Source: an optimization exercise on an open RTL-to-GDS flow (aim: small area and a short achievable clock period). Production flows keep margins and buffers that such runs may drop. Power figures rest on the tool's default switching activity, not on a simulated workload.

// fft_peak_detect
module fft_peak_detect #(
  parameter int N_POINTS = 64,
  parameter int DATA_W   = 16,
  parameter int THRESH   = 1024,
  parameter int CONFIRM  = 2,
  parameter int LED_W    = 8,
  localparam int BIN_W   = fft_peak_detect_pkg::fft_bin_w(N_POINTS),
  localparam int MAG_W   = 2*DATA_W+1
) (
  input  logic                 CLOCK_50,
  input  logic                 KEY,
  input  logic                 s_valid,
  input  logic                 s_sop,
  input  logic                 s_eop,
  input  logic signed [DATA_W-1:0] s_re,
  input  logic signed [DATA_W-1:0] s_im,
  output logic                 peak_valid,
  output logic [BIN_W-1:0]     peak_bin,
  output logic [MAG_W-1:0]     peak_mag,
  output logic                 no_signal,
  output logic                 frame_err,
  output logic [LED_W-1:0]     LEDR
);
Size: about 1200 cells after synthesis, about 13000 um2 of cells after synthesis.
==> module fft_peak_detect, before the edit <==
module fft_peak_detect #(
  parameter int N_POINTS = 64,
  parameter int DATA_W   = 16,
  parameter int THRESH   = 1024,
  parameter int CONFIRM  = 2,
  parameter int LED_W    = 8,
  localparam int BIN_W   = fft_peak_detect_pkg::fft_bin_w(N_POINTS),
  localparam int MAG_W   = 2*DATA_W+1
) (
  input  logic                 CLOCK_50,
  input  logic                 KEY,
  input  logic                 s_valid,
  input  logic                 s_sop,
  input  logic                 s_eop,
  input  logic signed [DATA_W-1:0] s_re,
  input  logic signed [DATA_W-1:0] s_im,
  output logic                 peak_valid,
  output logic [BIN_W-1:0]     peak_bin,
  output logic [MAG_W-1:0]     peak_mag,
  output logic                 no_signal,
  output logic                 frame_err,
  output logic [LED_W-1:0]     LEDR
);
  logic        k1_sop, k1_eop, k1_pl;
  logic [15:0] re1, im1;
  always_ff @(posedge CLOCK_50) begin
    if (KEY) begin
      k1_sop <= 1'b0;
      k1_eop <= 1'b0;
      k1_pl  <= 1'b0;
    end else begin
      k1_sop <= s_valid & s_sop;
      k1_eop <= s_valid & ~s_sop & s_eop;
      k1_pl  <= s_valid & ~s_sop & ~s_eop;
    end
  end
  logic [15:0] re_lo, im_lo;
  always_comb begin
    re_lo[0] = 1'b0;
    im_lo[0] = 1'b0;
    for (int i = 1; i < 16; i++) begin
      re_lo[i] = re_lo[i-1] | s_re[i-1];
      im_lo[i] = im_lo[i-1] | s_im[i-1];
    end
  end
  always_ff @(posedge CLOCK_50) begin
    re1 <= s_re ^ ({16{s_re[15]}} & re_lo);
    im1 <= s_im ^ ({16{s_im[15]}} & im_lo);
  end
  logic        k2_sop, k2_eop, k2_pl;
  logic [31:0] ms_d, mc_d, ms2, mc2;
  fft_mag_sq_cs u_sq (.a(re1), .b(im1), .s(ms_d), .c(mc_d));
  always_ff @(posedge CLOCK_50) begin
    if (KEY) begin
      k2_sop <= 1'b0;
      k2_eop <= 1'b0;
      k2_pl  <= 1'b0;
    end else begin
      k2_sop <= k1_sop;
      k2_eop <= k1_eop;
      k2_pl  <= k1_pl;
    end
  end
  always_ff @(posedge CLOCK_50) begin
    ms2 <= ms_d;
    mc2 <= mc_d;
  end
  logic        inframe, first, armed;
  logic [5:0]  bin_cnt;
  logic [4:0]  max_bin, cand_bin;
  logic [31:0] max_mag, mag;
  logic        gt, compete, upd, last, good_eop, bad, no_sig_now, confirm;
  logic [31:0] dsum;
  logic [4:0]  pbin;
  logic [31:0] pmag;
  assign peak_bin = {1'b0, pbin};
  assign peak_mag = {1'b0, pmag};
  assign LEDR     = (pbin == 5'd0) ? '0 : LED_W'(1) << pbin[4:2];
  fft_add32 u_add (.a(ms2), .b(mc2), .s(mag));
  logic [31:0] cs_s, cs_c;
  assign cs_s = ms2 ^ mc2 ^ ~max_mag;
  assign cs_c = (ms2 & mc2) | (ms2 & ~max_mag) | (mc2 & ~max_mag);
  assign dsum = cs_s + {cs_c[30:0], 1'b0};
  assign gt   = ~dsum[31] & ~max_mag[31];
  assign last     = (bin_cnt == 6'd63);
  assign compete  = inframe & k2_pl & ~bin_cnt[5];
  assign upd      = compete & (first | gt);
  assign good_eop = inframe & k2_eop & last;
  assign bad      = inframe & (k2_sop | (k2_eop & ~last) | (k2_pl & last));
  assign no_sig_now = ~|max_mag[31:10];
  assign confirm  = armed & (max_bin == cand_bin);
  always_ff @(posedge CLOCK_50) begin
    if (upd) begin
      max_mag <= mag;
      max_bin <= bin_cnt[4:0];
    end
  end
  always_ff @(posedge CLOCK_50) begin
    if (k2_sop)
      bin_cnt <= 6'd1;
    else if (k2_pl)
      bin_cnt <= bin_cnt + 6'd1;
  end
  always_ff @(posedge CLOCK_50) begin
    if (k2_sop)
      first <= 1'b1;
    else if (k2_pl)
      first <= 1'b0;
  end
  always_ff @(posedge CLOCK_50) begin
    if (good_eop & ~no_sig_now)
      cand_bin <= max_bin;
  end
  always_ff @(posedge CLOCK_50) begin
    if (KEY) begin
      inframe    <= 1'b0;
      armed      <= 1'b0;
      peak_valid <= 1'b0;
      pbin       <= '0;
      pmag       <= '0;
      no_signal  <= 1'b0;
      frame_err  <= 1'b0;
    end else begin
      peak_valid <= 1'b0;
      if (k2_sop)
        inframe <= 1'b1;
      else if (inframe & ((k2_eop) | (k2_pl & last)))
        inframe <= 1'b0;
      if (bad)
        frame_err <= 1'b1;
      if (good_eop) begin
        no_signal <= no_sig_now;
        armed     <= ~no_sig_now;
        if (no_sig_now | confirm) begin
          pbin          <= no_sig_now ? 5'd0 : max_bin;
          pmag[31:10]   <= max_mag[31:10];
          pmag[9:0]     <= no_sig_now ? 10'd0 : max_mag[9:0];
          peak_valid    <= 1'b1;
        end
      end
    end
  end
endmodule
Settings: LEC_CHECK=0, CAP_MARGIN=20, CORE_MARGIN=2, CORE_UTILIZATION=40, PLACE_DENSITY=0.6, SETUP_SLACK_MARGIN=4.5, SLEW_MARGIN=20; clock period 8.0 ns.
standard.sh (not shown) runs the stock make flow with config.mk's settings and CLKGATE_MAP_FILE= SYNTH_SCRIPT=/design/flow/synth_recipe.tcl, a recipe that flattens the netlist after the stock synthesis.
==> flow/flow/run.sh <==
#!/bin/bash
# Standard ORFS layout with two changes:
#  1. after the standard synthesis, flow/polarity.py flips full adders
#     (FA(~a,~b,~c) = ~FA(a,b,c)) to remove most inverters between them;
#     registers and everything else are left as synthesis made them;
#  2. the ports are buffered with buf_1 instead of the default pick.
set -euo pipefail
R=orfs/results/sky130hd/fft_peak_detect/base
bash standard.sh synth > synth.log 2>&1
cp $R/1_2_yosys.v $R/1_2_yosys.std.v
python3 flow/polarity.py $R/1_2_yosys.std.v $R/1_2_yosys.v > polarity.log 2>&1
rm -f $R/1_synth.odb
bash standard.sh "BUFFER_PORTS_ARGS=-buffer_cell sky130_fd_sc_hd__buf_1" finish > flow.log 2>&1
Other scripts of this flow, unchanged in this note and not shown: flow/flow/polarity.py
==> next run, changes <==
--- a/flow/design.v
+++ b/flow/design.v
@@ -654,16 +654,10 @@
       k1_pl  <= s_valid & ~s_sop & ~s_eop;
     end
   end
   logic [15:0] re_lo, im_lo;
-  always_comb begin
-    re_lo[0] = 1'b0;
-    im_lo[0] = 1'b0;
-    for (int i = 1; i < 16; i++) begin
-      re_lo[i] = re_lo[i-1] | s_re[i-1];
-      im_lo[i] = im_lo[i-1] | s_im[i-1];
-    end
-  end
+  fft_or_prefix u_re_lo (.x({s_re[14:0], 1'b0}), .y(re_lo));
+  fft_or_prefix u_im_lo (.x({s_im[14:0], 1'b0}), .y(im_lo));
   always_ff @(posedge CLOCK_50) begin
     re1 <= s_re ^ ({16{s_re[15]}} & re_lo);
     im1 <= s_im ^ ({16{s_im[15]}} & im_lo);
   end
@@ -760,8 +754,28 @@
       end
     end
   end
 endmodule
+module fft_or_prefix (
+  input  logic [15:0] x,
+  output logic [15:0] y
+);
+  logic [15:0] t [0:4];
+  assign t[0] = x;
+  genvar l, i;
+  generate
+    for (l = 0; l < 4; l++) begin : g_lvl
+      for (i = 0; i < 16; i++) begin : g_bit
+        if ((i >> l) % 2 == 1) begin : g_node
+          assign t[l+1][i] = t[l][i] | t[l][((i >> l) << l) - 1];
+        end else begin : g_pass
+          assign t[l+1][i] = t[l][i];
+        end
+      end
+    end
+  endgenerate
+  assign y = t[4];
+endmodule
 module fft_add32 (
   input  logic [31:0] a,
   input  logic [31:0] b,
   output logic [31:0] s
The new run completed without violations.
Total power hardly moves.
Worst setup slack improved by 19 ps.
Clock power fell by 2.5%.
Maximum frequency climbs by 0.53%.
Die area is about the same.
Sequential power stays flat.
Register-to-register slack gains 40 ps.
Worst hold slack is worse by 13 ps.
Wire length rises by 1.2%.
Clock-buffer cell count came out lower by 1.
Area after synthesis stays flat.
Critical path depth is unchanged.
Combinational power barely changes.
Design area stays flat.
No functional check of the RTL was part of any run of this note.

port drivers added, routing unchanged:
The flow's constraints put no driver on any port. The routed layouts listed below were extracted and timed again, unchanged, in two steps.
Step 1 (the two cells are an assumption about what drives the block):
set clk [get_ports {CLOCK_50}]
set_driving_cell -lib_cell sky130_fd_sc_hd__clkbuf_16 $clk
set_driving_cell -lib_cell sky130_fd_sc_hd__buf_2 [delete_from_list [all_inputs] $clk]
Step 2 times the ports against the registers' clock, not the clock port: input delays grow and output delays shrink by t, the midpoint of the rising clock arrivals with the driver on.
Three values: ideal ports, drivers, drivers and shift; two values: the first two.
run | t (ns) | slack for setup (ns) | hold WS [ns] | slew at the worst register clock pin (ns) | cell pins on the clock port's net
the first run | 0.491 | 4.418 / 4.434 / 3.942 | 0.431 / 0.431 / 0.431 | 0.08 / 0.08 | 1
the second run | 0.491 | 4.437 / 4.454 / 3.962 | 0.418 / 0.418 / 0.418 | 0.08 / 0.08 | 1
After both steps every run listed still meets setup and hold. The setup slack of the first run, which loses most, moves by +0.016 ns with the drivers and by -0.476 ns with both steps.
